From an optimization exercise on the open Yosys and OpenROAD flow, aimed at small area, a short achievable clock period and few clock cycles; shortcuts taken in it are not production practice.
Power is estimated from default activity; no workload was simulated.

==> build 70 <==
// lin_input_ctrl_top
module lin_input_ctrl_top (
    input  logic                ACLK,
    input  logic                ARESETn,
    output lin_pkg::axi_id_t    axi_arid,
    output lin_pkg::addr_t      axi_araddr,
    output lin_pkg::burst_len_t axi_arlen,
    output logic [2:0]          axi_arsize,
    output logic [1:0]          axi_arburst,
    output logic                axi_arvalid,
    input  logic                axi_arready,
    input  lin_pkg::data_t      axi_rdata,
    input  logic                axi_rlast,
    input  logic                axi_rvalid,
    output logic                axi_rready,
    input  logic                out_bias_ready,
    output logic                out_bias_valid,
    output lin_pkg::data_t      out_bias_data,
    output logic                out_bias_last,
    input  logic                out_ready,
    output logic                out_valid,
    output lin_pkg::data_t      out_data,
    output logic                out_last,     
    input  logic                linear_init,
    output logic                linear_ready,
    input  logic                bias_go,
    output logic                bias_done,
    input  lin_pkg::addr_t      bias_address,
    input  lin_pkg::cnt_t       bias_size,
    input  lin_pkg::cnt_t       output_size,
    input  logic                input_go,
    output logic                input_done,
    input  lin_pkg::addr_t      input_address,
    input  lin_pkg::cnt_t       input_size,
    input  lin_pkg::cnt_t       input_num,
    input  lin_pkg::burst_len_t input_leng
);
make LEC_CHECK=0 CAP_MARGIN=20 CORE_MARGIN=2 CORE_UTILIZATION=40 SLEW_MARGIN=20 finish   # period 5.5 ns
run.sh (not shown) runs the stock make flow with config.mk's settings and CLKGATE_MAP_FILE= SYNTH_SCRIPT=/design/flow/synth_recipe.tcl, a recipe that flattens the netlist after the stock synthesis.
==> build 27 (differences from build 70) <==
--- a/flow/design.v
+++ b/flow/design.v
@@ -36,21 +36,24 @@
     input  lin_pkg::addr_t      input_address,
     input  lin_pkg::cnt_t       input_size,
     input  lin_pkg::cnt_t       input_num,
     input  lin_pkg::burst_len_t input_leng,
     input  logic                vec_pop,       
+    input  logic                bias_free,     
+    output logic                zero_push,     
     input  logic                axi_arready,
     output lin_pkg::axi_id_t    axi_arid,
     output lin_pkg::addr_t      axi_araddr,
     output lin_pkg::burst_len_t axi_arlen,
     output logic [2:0]          axi_arsize,
     output logic [1:0]          axi_arburst,
     output logic                axi_arvalid
 );
     localparam int CRED = 32;    
     logic                 c_valid;
-    logic                 c_bias;
+    logic                 c_bias;       
+    logic                 c_first;      
     logic [29:0]          c_vaddr;      
     lin_pkg::cnt_t        c_rm1;        
     logic [4:0]           c_len;        
     lin_pkg::cnt_t        c_line;       
     logic [5:0]           avail;        
@@ -61,47 +64,60 @@
     logic                 job_last;     
     lin_pkg::cnt_t        rm1_next;
     logic [29:0]          baddr;
     logic                 ar_free;
     logic                 move;
+    logic                 cred_ok;
+    logic [6:0]           avail_d;
     logic [4:0]           ar_len_q;
     logic [29:0]          ar_addr_q;
     assign leng      = input_leng[4:0];
     assign size_m1   = input_size - 1'b1;
     assign len0      = (size_m1 > 16'(leng)) ? leng : size_m1[4:0];
     assign line_last = (c_rm1 <= 16'(leng));
     assign job_last  = (c_line + 1'b1) == input_num;
     assign rm1_next  = c_rm1 - 16'(leng) - 1'b1;
     assign baddr     = bias_address[31:2] + 30'(c_line);
+    assign avail_d = {1'b0, avail} - {2'b00, c_len} - 7'd1;    
+    assign cred_ok = ~avail_d[6] | (vec_pop & (avail_d == 7'h7f));
     assign ar_free = ~axi_arvalid | axi_arready;
-    assign move    = ar_free & c_valid & (c_bias | (avail > {1'b0, c_len}));
+    assign move    = ar_free & c_valid &
+                     (c_bias | (cred_ok & (has_bias | ~c_first | bias_free)));
+    assign zero_push = move & ~c_bias & c_first & ~has_bias;
     always_ff @(posedge ACLK or negedge ARESETn) begin
         if (!ARESETn) begin
             c_valid     <= 1'b0;
             c_bias      <= 1'b0;
+            c_first     <= 1'b0;
             axi_arvalid <= 1'b0;
             axi_arid    <= 4'd1;
             avail       <= 6'(CRED);
         end else if (linear_init) begin
             c_valid     <= 1'b0;
             c_bias      <= 1'b0;
+            c_first     <= 1'b0;
             axi_arvalid <= 1'b0;
             axi_arid    <= 4'd1;
             avail       <= 6'(CRED);
         end else begin
             if (axi_arvalid & axi_arready) axi_arid <= axi_arid + 1'b1;
-            if (ar_free) axi_arvalid <= move;
-            avail <= avail + 6'(vec_pop) - ((move & ~c_bias) ? 6'(c_len) + 6'd1 : 6'd0);
+            if (start) axi_arvalid <= has_bias;    
+            else if (ar_free) axi_arvalid <= move;
+            avail <= ((move & ~c_bias) ? avail_d[5:0] : avail) + 6'(vec_pop);
             if (start) begin
                 c_valid <= 1'b1;
-                c_bias  <= has_bias;
+                c_bias  <= 1'b0;
+                c_first <= 1'b1;
             end else if (move) begin
+                c_first <= 1'b0;
                 if (c_bias) begin
-                    c_bias <= 1'b0;
+                    c_bias  <= 1'b0;
+                    c_first <= 1'b1;
                 end else if (line_last) begin
                     if (job_last) c_valid <= 1'b0;
-                    c_bias <= has_bias;
+                    c_bias  <= has_bias;
+                    c_first <= 1'b1;
                 end
             end
         end
     end
     always_ff @(posedge ACLK) begin
@@ -120,11 +136,14 @@
                 c_vaddr <= c_vaddr + 30'(leng) + 30'd1;
                 c_rm1   <= rm1_next;
                 c_len   <= (rm1_next > 16'(leng)) ? leng : rm1_next[4:0];
             end
         end
-        if (move) begin
+        if (start) begin
+            ar_addr_q <= bias_address[31:2];
+            ar_len_q  <= 5'd0;
+        end else if (move) begin
             ar_addr_q <= c_bias ? baddr : c_vaddr;
             ar_len_q  <= c_bias ? 5'd0 : c_len;
         end
     end
     assign axi_araddr  = {ar_addr_q, 2'b00};
@@ -149,42 +168,35 @@
     output logic                linear_ready,
     output logic                job_done,
     output logic                start,
     output logic                vec_wr_valid,
     output logic                vec_wr_last,
+    input  logic                zero_push,
+    output logic                bias_free,
     input  logic                out_bias_ready,
     output logic                out_bias_valid,
     output lin_pkg::data_t      out_bias_data,
     output logic                out_bias_last
 );
     logic          run;         
     logic          r_bias;      
     lin_pkg::cnt_t r_wcnt;      
+    logic          line_end;    
     lin_pkg::cnt_t r_line;      
-    lin_pkg::cnt_t zcnt;        
-    logic          z_pend;
     logic          beat;
     logic          bias_beat;
-    logic          line_end;
     logic          job_end;
-    logic          b_free;
-    logic          b_zero;
     logic          b_valid_n;
     logic          r_bias_n;
-    logic          z_pend_n;
-    assign start     = linear_ready & ~run & ~job_done & ~z_pend & bias_go & input_go;
+    assign start     = linear_ready & ~run & ~job_done & bias_go & input_go;
     assign beat      = axi_rvalid & axi_rready & run;
     assign bias_beat = beat & r_bias;
     assign vec_wr_valid = beat & ~r_bias;
-    assign line_end  = (r_wcnt == '0);
     assign vec_wr_last = line_end;
     assign job_end   = (r_line + 1'b1) == input_num;
-    assign z_pend    = (zcnt != '0);
-    assign b_free    = ~out_bias_valid | out_bias_ready;
-    assign b_zero    = b_free & z_pend;
-    assign b_valid_n = (out_bias_valid & ~out_bias_ready) | bias_beat | b_zero;
-    assign z_pend_n  = start ? ~has_bias : (zcnt > 16'd1) | (z_pend & ~b_zero);
+    assign bias_free = ~out_bias_valid | out_bias_ready;
+    assign b_valid_n = (out_bias_valid & ~out_bias_ready) | bias_beat | zero_push;
     always_comb begin
         r_bias_n = r_bias;
         if (start) r_bias_n = has_bias;
         else if (bias_beat) r_bias_n = 1'b0;
         else if (vec_wr_valid & line_end & ~job_end) r_bias_n = has_bias;
@@ -193,54 +205,53 @@
         if (!ARESETn) begin
             linear_ready   <= 1'b0;
             run            <= 1'b0;
             job_done       <= 1'b0;
             r_bias         <= 1'b0;
-            zcnt           <= '0;
             out_bias_valid <= 1'b0;
             axi_rready     <= 1'b1;
         end else if (linear_init) begin
             linear_ready   <= 1'b0;
             run            <= 1'b0;
             job_done       <= 1'b0;
             r_bias         <= 1'b0;
-            zcnt           <= '0;
             out_bias_valid <= 1'b0;
             axi_rready     <= 1'b1;
         end else begin
             linear_ready   <= 1'b1;
             r_bias         <= r_bias_n;
             out_bias_valid <= b_valid_n;
-            axi_rready     <= ~r_bias_n | ~(b_valid_n | z_pend_n);
+            axi_rready     <= ~r_bias_n | ~b_valid_n;
             if (start) begin
                 run <= 1'b1;
             end else if (vec_wr_valid & line_end & job_end) begin
                 run      <= 1'b0;
                 job_done <= 1'b1;
             end else if (job_done & ~bias_go & ~input_go) begin
                 job_done <= 1'b0;
             end
-            if (start) zcnt <= has_bias ? '0 : input_num;    
-            else if (b_zero) zcnt <= zcnt - 1'b1;
         end
     end
     always_ff @(posedge ACLK) begin
         if (start) begin
-            r_wcnt <= input_size - 1'b1;
-            r_line <= '0;
+            r_wcnt   <= input_size - 1'b1;
+            line_end <= (input_size == 16'd1);
+            r_line   <= '0;
         end else if (vec_wr_valid) begin
             if (line_end) begin
-                r_wcnt <= input_size - 1'b1;
-                r_line <= r_line + 1'b1;
+                r_wcnt   <= input_size - 1'b1;
+                line_end <= (input_size == 16'd1);
+                r_line   <= r_line + 1'b1;
             end else begin
-                r_wcnt <= r_wcnt - 1'b1;
+                r_wcnt   <= r_wcnt - 1'b1;
+                line_end <= (r_wcnt == 16'd1);
             end
         end
         if (bias_beat) begin
             out_bias_data <= axi_rdata;
             out_bias_last <= (r_line + 1'b1) == output_size;
-        end else if (b_zero) begin
+        end else if (zero_push) begin
             out_bias_data <= '0;
             out_bias_last <= 1'b0;
         end
     end
 endmodule
@@ -259,10 +270,12 @@
     output logic [WIDTH-1:0] rd_data,
     input  logic             rd_ready,
     output logic             pop
 );
     logic [WIDTH-1:0] mem [DEPTH];
+    logic [DEPTH-1:0] rd_sel;       
+    logic [WIDTH-1:0] head;
     logic [PW-1:0]    wr_ptr;
     logic [PW-1:0]    rd_ptr;
     logic             wr_lap;
     logic             rd_lap;
     logic             arr_empty;
@@ -306,12 +319,19 @@
         end
     end
     always_ff @(posedge ACLK) begin
         if (wr_valid) mem[wr_ptr] <= wr_data;
     end
+    always_comb begin
+        head = '0;
+        for (int i = 0; i < DEPTH; i++) begin
+            rd_sel[i] = (rd_ptr == PW'(i));
+            head = head | (mem[i] & {WIDTH{rd_sel[i]}});
+        end
+    end
     always_ff @(posedge ACLK) begin
-        if (take) rd_data <= arr_empty ? wr_data : mem[rd_ptr];
+        if (take) rd_data <= arr_empty ? wr_data : head;
     end
 endmodule
 `timescale 1ns/1ps
 module lin_input_ctrl_top (
     input  logic                ACLK,
@@ -353,10 +373,12 @@
     logic                start;
     logic                job_done;
     logic                vec_wr_valid;
     logic                vec_wr_last;
     logic                vec_pop;
+    logic                zero_push;
+    logic                bias_free;
     assign has_bias   = (bias_size != '0);
     assign bias_done  = job_done;
     assign input_done = job_done;
     lin_burst_issuer u_issuer (
         .ACLK          (ACLK),
@@ -368,10 +390,12 @@
         .input_address (input_address),
         .input_size    (input_size),
         .input_num     (input_num),
         .input_leng    (input_leng),
         .vec_pop       (vec_pop),
+        .bias_free     (bias_free),
+        .zero_push     (zero_push),
         .axi_arready   (axi_arready),
         .axi_arid      (axi_arid),
         .axi_araddr    (axi_araddr),
         .axi_arlen     (axi_arlen),
         .axi_arsize    (axi_arsize),
@@ -394,10 +418,12 @@
         .linear_ready   (linear_ready),
         .job_done       (job_done),
         .start          (start),
         .vec_wr_valid   (vec_wr_valid),
         .vec_wr_last    (vec_wr_last),
+        .zero_push      (zero_push),
+        .bias_free      (bias_free),
         .out_bias_ready (out_bias_ready),
         .out_bias_valid (out_bias_valid),
         .out_bias_data  (out_bias_data),
         .out_bias_last  (out_bias_last)
     );
==> flow/flow/run.sh (new file) <==
#!/bin/bash
# Standard layout, except that the port buffers are buf_2 cells instead of
# the default clkdlybuf4s50_1. The make output goes to flow_make.log here;
# ORFS keeps each step's own log under orfs/logs/.
set -euo pipefail
export BUFFER_PORTS_ARGS="-buffer_cell sky130_fd_sc_hd__buf_2"
bash standard.sh > flow_make.log 2>&1
==> flow/standard.sh (new file) <==
#!/bin/bash
# synth_recipe.tcl (not shown) runs the flow's synth.tcl, then flattens the netlist and writes it again
# the make line also repeats each setting of config.mk as NAME=value (left out here)
make -C /OpenROAD-flow-scripts/flow DESIGN_CONFIG=/design/flow/config.mk WORK_HOME=/design/flow/orfs CLKGATE_MAP_FILE= SYNTH_SCRIPT=/design/flow/synth_recipe.tcl "${@:-finish}"
Settings changed: SETUP_SLACK_MARGIN set to 3.0.
removed: flow/run.sh
==> build 10 (differences from build 70) <==
--- a/flow/design.v
+++ b/flow/design.v
@@ -36,21 +36,24 @@
     input  lin_pkg::addr_t      input_address,
     input  lin_pkg::cnt_t       input_size,
     input  lin_pkg::cnt_t       input_num,
     input  lin_pkg::burst_len_t input_leng,
     input  logic                vec_pop,       
+    input  logic                bias_free,     
+    output logic                zero_push,     
     input  logic                axi_arready,
     output lin_pkg::axi_id_t    axi_arid,
     output lin_pkg::addr_t      axi_araddr,
     output lin_pkg::burst_len_t axi_arlen,
     output logic [2:0]          axi_arsize,
     output logic [1:0]          axi_arburst,
     output logic                axi_arvalid
 );
     localparam int CRED = 32;    
     logic                 c_valid;
-    logic                 c_bias;
+    logic                 c_bias;       
+    logic                 c_first;      
     logic [29:0]          c_vaddr;      
     lin_pkg::cnt_t        c_rm1;        
     logic [4:0]           c_len;        
     lin_pkg::cnt_t        c_line;       
     logic [5:0]           avail;        
@@ -61,47 +64,58 @@
     logic                 job_last;     
     lin_pkg::cnt_t        rm1_next;
     logic [29:0]          baddr;
     logic                 ar_free;
     logic                 move;
+    logic                 cred_ok;
     logic [4:0]           ar_len_q;
     logic [29:0]          ar_addr_q;
     assign leng      = input_leng[4:0];
     assign size_m1   = input_size - 1'b1;
     assign len0      = (size_m1 > 16'(leng)) ? leng : size_m1[4:0];
     assign line_last = (c_rm1 <= 16'(leng));
     assign job_last  = (c_line + 1'b1) == input_num;
     assign rm1_next  = c_rm1 - 16'(leng) - 1'b1;
     assign baddr     = bias_address[31:2] + 30'(c_line);
+    assign cred_ok = (avail > {1'b0, c_len}) | (vec_pop & (avail == {1'b0, c_len}));
     assign ar_free = ~axi_arvalid | axi_arready;
-    assign move    = ar_free & c_valid & (c_bias | (avail > {1'b0, c_len}));
+    assign move    = ar_free & c_valid &
+                     (c_bias | (cred_ok & (has_bias | ~c_first | bias_free)));
+    assign zero_push = move & ~c_bias & c_first & ~has_bias;
     always_ff @(posedge ACLK or negedge ARESETn) begin
         if (!ARESETn) begin
             c_valid     <= 1'b0;
             c_bias      <= 1'b0;
+            c_first     <= 1'b0;
             axi_arvalid <= 1'b0;
             axi_arid    <= 4'd1;
             avail       <= 6'(CRED);
         end else if (linear_init) begin
             c_valid     <= 1'b0;
             c_bias      <= 1'b0;
+            c_first     <= 1'b0;
             axi_arvalid <= 1'b0;
             axi_arid    <= 4'd1;
             avail       <= 6'(CRED);
         end else begin
             if (axi_arvalid & axi_arready) axi_arid <= axi_arid + 1'b1;
-            if (ar_free) axi_arvalid <= move;
+            if (start) axi_arvalid <= has_bias;    
+            else if (ar_free) axi_arvalid <= move;
             avail <= avail + 6'(vec_pop) - ((move & ~c_bias) ? 6'(c_len) + 6'd1 : 6'd0);
             if (start) begin
                 c_valid <= 1'b1;
-                c_bias  <= has_bias;
+                c_bias  <= 1'b0;
+                c_first <= 1'b1;
             end else if (move) begin
+                c_first <= 1'b0;
                 if (c_bias) begin
-                    c_bias <= 1'b0;
+                    c_bias  <= 1'b0;
+                    c_first <= 1'b1;
                 end else if (line_last) begin
                     if (job_last) c_valid <= 1'b0;
-                    c_bias <= has_bias;
+                    c_bias  <= has_bias;
+                    c_first <= 1'b1;
                 end
             end
         end
     end
     always_ff @(posedge ACLK) begin
@@ -120,11 +134,14 @@
                 c_vaddr <= c_vaddr + 30'(leng) + 30'd1;
                 c_rm1   <= rm1_next;
                 c_len   <= (rm1_next > 16'(leng)) ? leng : rm1_next[4:0];
             end
         end
-        if (move) begin
+        if (start) begin
+            ar_addr_q <= bias_address[31:2];
+            ar_len_q  <= 5'd0;
+        end else if (move) begin
             ar_addr_q <= c_bias ? baddr : c_vaddr;
             ar_len_q  <= c_bias ? 5'd0 : c_len;
         end
     end
     assign axi_araddr  = {ar_addr_q, 2'b00};
@@ -149,42 +166,36 @@
     output logic                linear_ready,
     output logic                job_done,
     output logic                start,
     output logic                vec_wr_valid,
     output logic                vec_wr_last,
+    input  logic                zero_push,
+    output logic                bias_free,
     input  logic                out_bias_ready,
     output logic                out_bias_valid,
     output lin_pkg::data_t      out_bias_data,
     output logic                out_bias_last
 );
     logic          run;         
     logic          r_bias;      
     lin_pkg::cnt_t r_wcnt;      
     lin_pkg::cnt_t r_line;      
-    lin_pkg::cnt_t zcnt;        
-    logic          z_pend;
     logic          beat;
     logic          bias_beat;
     logic          line_end;
     logic          job_end;
-    logic          b_free;
-    logic          b_zero;
     logic          b_valid_n;
     logic          r_bias_n;
-    logic          z_pend_n;
-    assign start     = linear_ready & ~run & ~job_done & ~z_pend & bias_go & input_go;
+    assign start     = linear_ready & ~run & ~job_done & bias_go & input_go;
     assign beat      = axi_rvalid & axi_rready & run;
     assign bias_beat = beat & r_bias;
     assign vec_wr_valid = beat & ~r_bias;
     assign line_end  = (r_wcnt == '0);
     assign vec_wr_last = line_end;
     assign job_end   = (r_line + 1'b1) == input_num;
-    assign z_pend    = (zcnt != '0);
-    assign b_free    = ~out_bias_valid | out_bias_ready;
-    assign b_zero    = b_free & z_pend;
-    assign b_valid_n = (out_bias_valid & ~out_bias_ready) | bias_beat | b_zero;
-    assign z_pend_n  = start ? ~has_bias : (zcnt > 16'd1) | (z_pend & ~b_zero);
+    assign bias_free = ~out_bias_valid | out_bias_ready;
+    assign b_valid_n = (out_bias_valid & ~out_bias_ready) | bias_beat | zero_push;
     always_comb begin
         r_bias_n = r_bias;
         if (start) r_bias_n = has_bias;
         else if (bias_beat) r_bias_n = 1'b0;
         else if (vec_wr_valid & line_end & ~job_end) r_bias_n = has_bias;
@@ -193,36 +204,32 @@
         if (!ARESETn) begin
             linear_ready   <= 1'b0;
             run            <= 1'b0;
             job_done       <= 1'b0;
             r_bias         <= 1'b0;
-            zcnt           <= '0;
             out_bias_valid <= 1'b0;
             axi_rready     <= 1'b1;
         end else if (linear_init) begin
             linear_ready   <= 1'b0;
             run            <= 1'b0;
             job_done       <= 1'b0;
             r_bias         <= 1'b0;
-            zcnt           <= '0;
             out_bias_valid <= 1'b0;
             axi_rready     <= 1'b1;
         end else begin
             linear_ready   <= 1'b1;
             r_bias         <= r_bias_n;
             out_bias_valid <= b_valid_n;
-            axi_rready     <= ~r_bias_n | ~(b_valid_n | z_pend_n);
+            axi_rready     <= ~r_bias_n | ~b_valid_n;
             if (start) begin
                 run <= 1'b1;
             end else if (vec_wr_valid & line_end & job_end) begin
                 run      <= 1'b0;
                 job_done <= 1'b1;
             end else if (job_done & ~bias_go & ~input_go) begin
                 job_done <= 1'b0;
             end
-            if (start) zcnt <= has_bias ? '0 : input_num;    
-            else if (b_zero) zcnt <= zcnt - 1'b1;
         end
     end
     always_ff @(posedge ACLK) begin
         if (start) begin
             r_wcnt <= input_size - 1'b1;
@@ -236,11 +243,11 @@
             end
         end
         if (bias_beat) begin
             out_bias_data <= axi_rdata;
             out_bias_last <= (r_line + 1'b1) == output_size;
-        end else if (b_zero) begin
+        end else if (zero_push) begin
             out_bias_data <= '0;
             out_bias_last <= 1'b0;
         end
     end
 endmodule
@@ -259,10 +266,12 @@
     output logic [WIDTH-1:0] rd_data,
     input  logic             rd_ready,
     output logic             pop
 );
     logic [WIDTH-1:0] mem [DEPTH];
+    logic [DEPTH-1:0] rd_sel;       
+    logic [WIDTH-1:0] head;
     logic [PW-1:0]    wr_ptr;
     logic [PW-1:0]    rd_ptr;
     logic             wr_lap;
     logic             rd_lap;
     logic             arr_empty;
@@ -306,12 +315,19 @@
         end
     end
     always_ff @(posedge ACLK) begin
         if (wr_valid) mem[wr_ptr] <= wr_data;
     end
+    always_comb begin
+        head = '0;
+        for (int i = 0; i < DEPTH; i++) begin
+            rd_sel[i] = (rd_ptr == PW'(i));
+            head = head | (mem[i] & {WIDTH{rd_sel[i]}});
+        end
+    end
     always_ff @(posedge ACLK) begin
-        if (take) rd_data <= arr_empty ? wr_data : mem[rd_ptr];
+        if (take) rd_data <= arr_empty ? wr_data : head;
     end
 endmodule
 `timescale 1ns/1ps
 module lin_input_ctrl_top (
     input  logic                ACLK,
@@ -353,10 +369,12 @@
     logic                start;
     logic                job_done;
     logic                vec_wr_valid;
     logic                vec_wr_last;
     logic                vec_pop;
+    logic                zero_push;
+    logic                bias_free;
     assign has_bias   = (bias_size != '0);
     assign bias_done  = job_done;
     assign input_done = job_done;
     lin_burst_issuer u_issuer (
         .ACLK          (ACLK),
@@ -368,10 +386,12 @@
         .input_address (input_address),
         .input_size    (input_size),
         .input_num     (input_num),
         .input_leng    (input_leng),
         .vec_pop       (vec_pop),
+        .bias_free     (bias_free),
+        .zero_push     (zero_push),
         .axi_arready   (axi_arready),
         .axi_arid      (axi_arid),
         .axi_araddr    (axi_araddr),
         .axi_arlen     (axi_arlen),
         .axi_arsize    (axi_arsize),
@@ -394,10 +414,12 @@
         .linear_ready   (linear_ready),
         .job_done       (job_done),
         .start          (start),
         .vec_wr_valid   (vec_wr_valid),
         .vec_wr_last    (vec_wr_last),
+        .zero_push      (zero_push),
+        .bias_free      (bias_free),
         .out_bias_ready (out_bias_ready),
         .out_bias_valid (out_bias_valid),
         .out_bias_data  (out_bias_data),
         .out_bias_last  (out_bias_last)
     );
Settings changed: SETUP_SLACK_MARGIN set to 3.0.
==> summary.md <==
| Metric | Value |
|---|---|
| Seq. pwr | between 10 and 15 mW |
| Clock power frac | 0.377 |
| Status | finished clean |
| Cell Rows | 135 |
| ANT cells | 0 |
-- figures above: build 70

==> summary.md <==
| Metric | Value |
|---|---|
| Status | finished clean |
| CTS tree | done |
| Seq. pwr | about 11 mW |
| Top_reg_cell synth | edfxtp_1 |
| Cell Rows | approximately 130 |
| ANT cells | 2 |
-- figures above: build 10

==> summary.md <==
| Metric | Value |
|---|---|
| Status | finished clean |
| Clock power frac | 0.398 |
| CP Launch Point | u_issuer.c_len[0] |
| Cell Rows | between 100 and 150 |
| Seq. pwr | between 10 and 15 mW |
-- figures above: build 27

No functional check of the RTL was part of any run of this note.

-- what the ideal ports hide --
The results above use ideal ports. As a check the final layouts listed here were re-extracted and re-timed, cells and wires unchanged. Step 1 assumes that a clkbuf_16 drives the clock port and a buf_2 every other input. Step 2, shift: input delay + t, output delay - t, t = (earliest + latest rising clock arrival at the registers) / 2. This alone moves slack from input paths to output paths. Slacks: ideal ports / drivers / drivers and shift; pairs: ideal ports / drivers.
| run | t, ns | slack for setup (ns) | hold slack, ns | worst setup path after step 2 | clock arrival spread, ns |
|---|---|---|---|---|---|
| build 70 | 0.833 | 1.357 / 1.409 / 0.576 | 0.463 / 0.407 / 0.508 | input to register | 0.041 / 0.042 |
| build 27 | 0.838 | 2.078 / 2.078 / 1.327 | 0.472 / 0.481 / 0.484 | input to register | 0.044 / 0.044 |
| build 10 | 0.822 | 2.336 / 2.320 / 1.498 | 0.436 / 0.383 / 0.493 | input to register | 0.029 / 0.028 |
After both steps every run listed still meets setup and hold. The setup slack of build 10, which loses most, moves by -0.016 ns with the drivers and by -0.838 ns with both steps.
